This is an optimization exercise on Yosys and OpenROAD, whose aim is small area, a short achievable clock period and few clock cycles, not a production implementation.
The RTL was checked by simulation tests, not by an equivalence proof against the original design.

==> flow/design.v (excerpt) <==
module booth_mult_top
(
    input  logic         clk,
    input  logic         rst_n,
    input  logic [128:0] req,
    input  logic         req_valid,
    output logic         req_ready,
    output logic [127:0] product,
    output logic         product_valid,
    input  logic         product_ready
);
For scale: ~10,000 cells after synthesis, about 920 flip-flops, about 260 I/O pins.
clock: 12.0 ns
lec_check: 0
abc_clock_period_in_ps: 4000
cap_margin: 20
cell_pad_in_sites_detail_placement: 1
cell_pad_in_sites_global_placement: 2
core_margin: 2
core_utilization: 50
place_density: 0.6
slew_margin: 20
synth_hierarchical: 1
synth_minimum_keep_size: 0
tns_end_percent: 100
standard.sh (not shown) runs the stock make flow with config.mk's settings and CLKGATE_MAP_FILE= SYNTH_SCRIPT=/design/flow/synth_recipe.tcl, a recipe that flattens the netlist after the stock synthesis.
==> flow/flow/run.sh <==
#!/bin/bash
set -euo pipefail
MARGIN=$(cat flow/margin.txt)
bash standard.sh SETUP_SLACK_MARGIN=$MARGIN finish > orfs_make.log 2>&1
==> flow/flow/margin.txt <==
7.0
Testbench counts at the start, summed over its fixed seeds: cycles 2,072.
Rerun with:
==> flow/flow/margin.txt (replaced) <==
8.0
Effect: With this change the flow did not get past 5_1_grt. Synthesized area does not change. Synthesized cell count stays the same.

---

booth_mult_top, a different RTL version from the one above (not shown whole).
Size: about 11,000 cells after synthesis, roughly 880 flip-flops, roughly 260 I/O pins, roughly 0.11 mm^2 of cells after synthesis.
==> flow/design.v (excerpt) <==
module booth_mult_top
(
    input  logic         clk,
    input  logic         rst_n,
    input  logic [128:0] req,
    input  logic         req_valid,
    output logic         req_ready,
    output logic [127:0] product,
    output logic         product_valid,
    input  logic         product_ready
);
    logic         en;
    logic         skid_v;
    logic         skid_v_d;
    logic         rdy_q;
    logic         pv_d;
    logic         pv_n;
    logic [128:0] skid_q;
    logic         v0;
    logic         v1;
    logic [128:0] in_q;
    assign en        = pv_n | product_ready;
    assign req_ready = rdy_q;
    assign in_q      = skid_v ? skid_q : req;
    always_comb
    begin
        skid_v_d = skid_v;
        pv_d     = product_valid;
        if (en)
        begin
            skid_v_d = 1'b0;
            pv_d     = v1;
        end
        else if (v0 && !skid_v)
        begin
            skid_v_d = req_valid;
        end
    end
    always_ff @(posedge clk)
    begin
        if (!rst_n)
        begin
            skid_v        <= 1'b0;
            rdy_q         <= 1'b1;
            v0            <= 1'b0;
            v1            <= 1'b0;
            product_valid <= 1'b0;
            pv_n          <= 1'b1;
        end
        else
        begin
            skid_v        <= skid_v_d;
            rdy_q         <= ~skid_v_d;
            product_valid <= pv_d;
            pv_n          <= ~pv_d;
            if (en)
            begin
                v0 <= skid_v | req_valid;
                v1 <= v0;
            end
            else if (!v0)
            begin
                v0 <= req_valid;
            end
        end
    end
    always_ff @(posedge clk)
    begin
        if (!skid_v)
        begin
            skid_q <= req;
        end
    end
    logic [63:0] a0;
    logic        sa0;
    logic [66:0] t0;
    logic [21:0] m1_0;
    logic [21:0] m2_0;
    logic [21:0] m3_0;
    logic [21:0] m4_0;
    logic [21:0] ng_0;
    logic [21:0] m1_d;
    logic [21:0] m2_d;
    logic [21:0] m3_d;
    logic [21:0] m4_d;
    logic [21:0] ng_d;
    logic        sa_d;
    logic        sb_d;
    logic [66:0] x_d;
    logic [66:0] t_d;
    logic [66:0] yb;
    assign sa_d = in_q[0] & in_q[128];
    assign sb_d = in_q[0] & in_q[64];
  ...
Settings: LEC_CHECK=0, CAP_MARGIN=20, CELL_PAD_IN_SITES_DETAIL_PLACEMENT=1, CELL_PAD_IN_SITES_GLOBAL_PLACEMENT=2, CORE_MARGIN=2, CORE_UTILIZATION=30, CTS_BUF_LIST=sky130_fd_sc_hd__clkbuf_4 sky130_fd_sc_hd__clkbuf_8, PLACE_DENSITY=0.42, SLEW_MARGIN=20, SYNTH_HIERARCHICAL=1, SYNTH_MINIMUM_KEEP_SIZE=0, TNS_END_PERCENT=100; clock period 12.0 ns.
==> flow/flow/run.sh <==
#!/bin/bash
set -euo pipefail
MARGIN=$(cat flow/margin.txt)
bash standard.sh synth > orfs_synth.log 2>&1
bash standard.sh REMOVE_ABC_BUFFERS=1 "BUFFER_PORTS_ARGS=-buffer_cell sky130_fd_sc_hd__buf_2" SETUP_SLACK_MARGIN=$MARGIN finish > orfs_make.log 2>&1
==> flow/flow/margin.txt <==
7.25
Testbench counts at the start, summed over its fixed seeds: cycles 2,072.
Rerun with:
--- a/flow/config.mk
+++ b/flow/config.mk
@@ -10,7 +10,7 @@
 export CELL_PAD_IN_SITES_GLOBAL_PLACEMENT = 2
 export CORE_MARGIN = 2
-export CORE_UTILIZATION = 30
+export CORE_UTILIZATION = 34
 export CTS_BUF_LIST = sky130_fd_sc_hd__clkbuf_4 sky130_fd_sc_hd__clkbuf_8
-export PLACE_DENSITY = 0.42
+export PLACE_DENSITY = 0.46
 export SLEW_MARGIN = 20
 export SYNTH_HIERARCHICAL = 1
Outcome:
- clock skew increases by 3.1 ps
- die area decreases by about 12%
- worst setup slack improves by 100 ps
- critical path depth increases by 1

[port drivers added, routing unchanged]
The results above use ideal ports. As a check the final layouts listed here were re-extracted and re-timed, cells and wires unchanged.
Step 1 (the two cells are an assumption about what drives the block):
set clk [get_ports {clk}]
set_driving_cell -lib_cell sky130_fd_sc_hd__clkbuf_16 $clk
set_driving_cell -lib_cell sky130_fd_sc_hd__buf_2 [delete_from_list [all_inputs] $clk]
Step 2 moves the port delays by t, midway between the first and last clock arrival at a register: inputs arrive t later, outputs are due t later. That takes back most of the time a late clock gives input paths.
a / b / c = ideal ports / drivers / drivers and shift; a / b = the first two.
run	shift t [ns]	slack for setup (ns)	worst setup path after step 2	latest minus earliest clock arrival (ns)	worst slew at a driven data input, ns
the first run of note 1	0.902	6.746 / 6.746 / 6.276	input to register	0.079 / 0.080	0.15
the first run of note 2	1.192	6.980 / 6.980 / 6.240	input to register	0.103 / 0.102	0.05
the second run of note 2	1.227	7.083 / 7.083 / 6.218	input to register	0.099 / 0.099	0.05
After both steps setup and hold are still met in every run listed. The setup slack of the second run of note 2, which loses most, moves by 0.000 ns with the drivers and by -0.865 ns with both steps.
